This design comes from an exercise in tuning for small area, a short achievable clock period and few clock cycles per item on the open sky130 flow, not from production work. The RTL was checked by simulation tests, not by an equivalence proof against the original design.

run 1:
Design aes128_block_cipher, start of the top module:
module aes128_block_cipher (
    input  logic          aclk,
    input  logic          aresetn,
    input  logic          cfg_wr_en,
    input  logic [1:0]    cfg_index,
    input  logic [63:0]   cfg_data,
    input  logic          s_valid,
    output logic          s_ready,
    input  logic [63:0]   s_block_upper,
    input  logic [63:0]   s_block_lower,
    output logic          m_valid,
    input  logic          m_ready,
    output logic [63:0]   m_result_upper,
    output logic [63:0]   m_result_lower
);
clock: 8.0 ns
lec_check: 0
cap_margin: 30
core_margin: 2
core_utilization: 50
place_density: 0.65
setup_slack_margin: 5.0
slew_margin: 30
standard.sh (not shown) runs the stock make flow with config.mk's settings and CLKGATE_MAP_FILE= SYNTH_SCRIPT=/design/flow/synth_recipe.tcl, a recipe that flattens the netlist after the stock synthesis.
==> flow/flow/run.sh <==
#!/bin/bash
# Layout flow: the standard flow (standard.sh, unchanged synthesis), with
# two changes in placement: the port buffers are buf_4 cells, and after global
# placement (flow/place_out.tcl) each register that drives an output port is
# moved next to its port before the flow legalizes and optimizes the placement.
# Each tool's output goes to a log file here.
set -euo pipefail
W=$PWD
bash standard.sh POST_GLOBAL_PLACE_TCL=$W/flow/place_out.tcl "BUFFER_PORTS_ARGS=-buffer_cell sky130_fd_sc_hd__buf_4" finish > layout.log 2>&1
==> flow/flow/place_out.tcl <==
# After global placement: put each flip-flop that drives an output port (through
# the port buffer) next to that port, together with the buffer, so the
# register-to-output paths are short. Detailed placement legalizes them later.
set block [ord::get_db_block]
set core [$block getCoreArea]
set cx0 [$core xMin]; set cy0 [$core yMin]; set cx1 [$core xMax]; set cy1 [$core yMax]
set inset 4000
set moved 0
foreach bt [$block getBTerms] {
  if {[$bt getIoType] != "OUTPUT"} continue
  set net [$bt getNet]
  if {$net == "NULL"} continue
  set bpins [$bt getBPins]
  if {[llength $bpins] == 0} continue
  set bb [[lindex $bpins 0] getBBox]
  set px [expr {([$bb xMin] + [$bb xMax]) / 2}]
  set py [expr {([$bb yMin] + [$bb yMax]) / 2}]
  # target point just inside the core, facing the pin
  set tx [expr {min(max($px, $cx0 + $inset), $cx1 - $inset)}]
  set ty [expr {min(max($py, $cy0 + $inset), $cy1 - $inset)}]
  # the port buffer drives the port; the flop drives the buffer
  foreach it [$net getITerms] {
    if {![$it isOutputSignal]} continue
    set buf [$it getInst]
    set bufin ""
    foreach bi [$buf getITerms] { if {[$bi isInputSignal]} { set bufin $bi } }
    if {$bufin == ""} continue
    set n2 [$bufin getNet]
    if {$n2 == "NULL"} continue
    set drv ""
    foreach it2 [$n2 getITerms] { if {[$it2 isOutputSignal]} { set drv [$it2 getInst] } }
    if {$drv == ""} continue
    if {![[$drv getMaster] isSequential]} continue
    if {[llength [$n2 getITerms]] != 2} continue
    $buf setLocation $tx $ty
    $drv setLocation $tx $ty
    incr moved
  }
}
puts "place_out: moved $moved output registers next to their ports"
Run 1 completed every stage of the flow, and the final layout passed the timing, design-rule and antenna checks.
Testbench counts of run 1, summed over its fixed seeds: cycles 8,768, blocks 1,536.
What run 2 does differently from run 1 at the input level:
==> flow/flow/run.sh <==
#!/bin/bash
# Layout flow: the standard flow (standard.sh, unchanged synthesis), with
# one addition after global placement (flow/place_out.tcl): each register that
# drives an output port is moved next to its port before the flow legalizes
# and optimizes the placement. Each tool's output goes to a log file here.
set -euo pipefail
W=$PWD
bash standard.sh POST_GLOBAL_PLACE_TCL=$W/flow/place_out.tcl finish > layout.log 2>&1
diff --git a/flow/config.mk b/flow/config.mk
--- a/flow/config.mk
+++ b/flow/config.mk
@@ -7,7 +7,8 @@
 export LEC_CHECK = 0
+export ABC_AREA = 1
 export CAP_MARGIN = 30
 export CORE_MARGIN = 2
-export CORE_UTILIZATION = 50
-export PLACE_DENSITY = 0.65
-export SETUP_SLACK_MARGIN = 5.0
+export CORE_UTILIZATION = 45
+export PLACE_DENSITY = 0.6
+export SETUP_SLACK_MARGIN = 4.6
 export SLEW_MARGIN = 30
### Flow results
Sort run 2 and run 1 by area growth from synthesis to layout asc -> top: run 2. Run 1 → run 2: non-clock buffer count lost about 50%, period utilization picked up an extra 3.4 points. Run 2: done, clean on timing, DRC and antenna. Relative to run 1, the critical path depth of run 2 is lower by 2. Looking at critical path data arrival time across run 2 and run 1, the one that comes out lower is run 1. From run 1 to run 2 the numbers moved as follows: summed area of non-filler cells in the final layout fell by 3.8%, overall global routing resource usage moved down, slew at the pin closest to its max-slew limit went up 0.085 ns.
The following lists how run 3 was set up differently from run 2:
diff --git a/flow/config.mk b/flow/config.mk
--- a/flow/config.mk
+++ b/flow/config.mk
@@ -10,5 +10,5 @@
 export CORE_MARGIN = 2
-export CORE_UTILIZATION = 45
-export PLACE_DENSITY = 0.6
-export SETUP_SLACK_MARGIN = 4.6
+export CORE_UTILIZATION = 50
+export PLACE_DENSITY = 0.65
+export SETUP_SLACK_MARGIN = 5.0
 export SLEW_MARGIN = 30
==> comparison <==
Taking run 2 as 1.0, run 3 lands at 1.06 on total detailed-routing wirelength. Compared with run 2, run 3 shows detailed-route via count higher by 3,224. Looking at non-clock buffer count across run 3 and run 2, the one that comes out lower is run 2. Number of logic stages on the critical path including buffering was higher in run 2 than in run 3.

Setup of lane 1:
aes128_block_cipher, a different RTL version from the one above (not shown whole).
Size in the first run: roughly 22,000 cells after synthesis, roughly 2,500 flip-flops, roughly 330 I/O pins, ~180,000 um2 of cells after synthesis.
clock: 8.0 ns
lec_check: 0
abc_area: 1
cap_margin: 20
core_margin: 2
core_utilization: 30
place_density: 0.4
setup_slack_margin: 4.5
slew_margin: 20
run.sh (not shown) runs the stock make flow with config.mk's settings and CLKGATE_MAP_FILE= SYNTH_SCRIPT=/design/flow/synth_recipe.tcl, a recipe that flattens the netlist after the stock synthesis.
Stock flow here: none of the scripts above is used.
Testbench counts of lane 1, summed over its fixed seeds: cycles 9,024, blocks 1,536.
#### Input delta (lane 2 over lane 1)
--- a/flow/config.mk
+++ b/flow/config.mk
@@ -11,4 +11,4 @@
 export CORE_UTILIZATION = 30
 export PLACE_DENSITY = 0.4
-export SETUP_SLACK_MARGIN = 4.5
+export SETUP_SLACK_MARGIN = 5.0
 export SLEW_MARGIN = 20
[summary]
- In summary, lane 2 completed successfully, with a layout that passed the timing, design-rule and antenna checks.
- For the global-route usage, lane 2 came in 0.50 points higher than lane 1 did.
- When lane 2 is set beside lane 1, its remaining max-slew budget at the tightest pin turns out to be 1.9 points larger.

-- re-timing with driven ports --
Ports are ideal in the flow. The routed layouts listed here were re-timed in OpenROAD.
Step 1 sets driving cells, clkbuf_16 on the clock port and buf_2 on the other inputs (assumed; they add their load-dependent delay and slew).
Step 2 also shifts input and output timing later by t, the mid clock arrival at the registers, as if the neighbouring blocks saw the same clock.
Slacks: no drivers / after step 1 / after step 2; pairs: no drivers / after step 1.
run | t (ns) | setup WS [ns] | worst setup path at the end
run 1 | 1.016 | 4.828 / 4.749 / 3.980 | input to register
run 2 | 1.028 | 4.556 / 4.556 / 3.648 | input to register
run 3 | 1.043 | 4.815 / 4.708 / 3.894 | input to register
lane 1 | 1.119 | 4.242 / 4.110 / 3.482 | input to register
lane 2 | 1.123 | 4.259 / 4.125 / 3.953 | input to register
After both steps setup and hold are still met in every run listed. The setup slack of run 3, which loses most, moves by -0.107 ns with the drivers and by -0.921 ns with both steps.
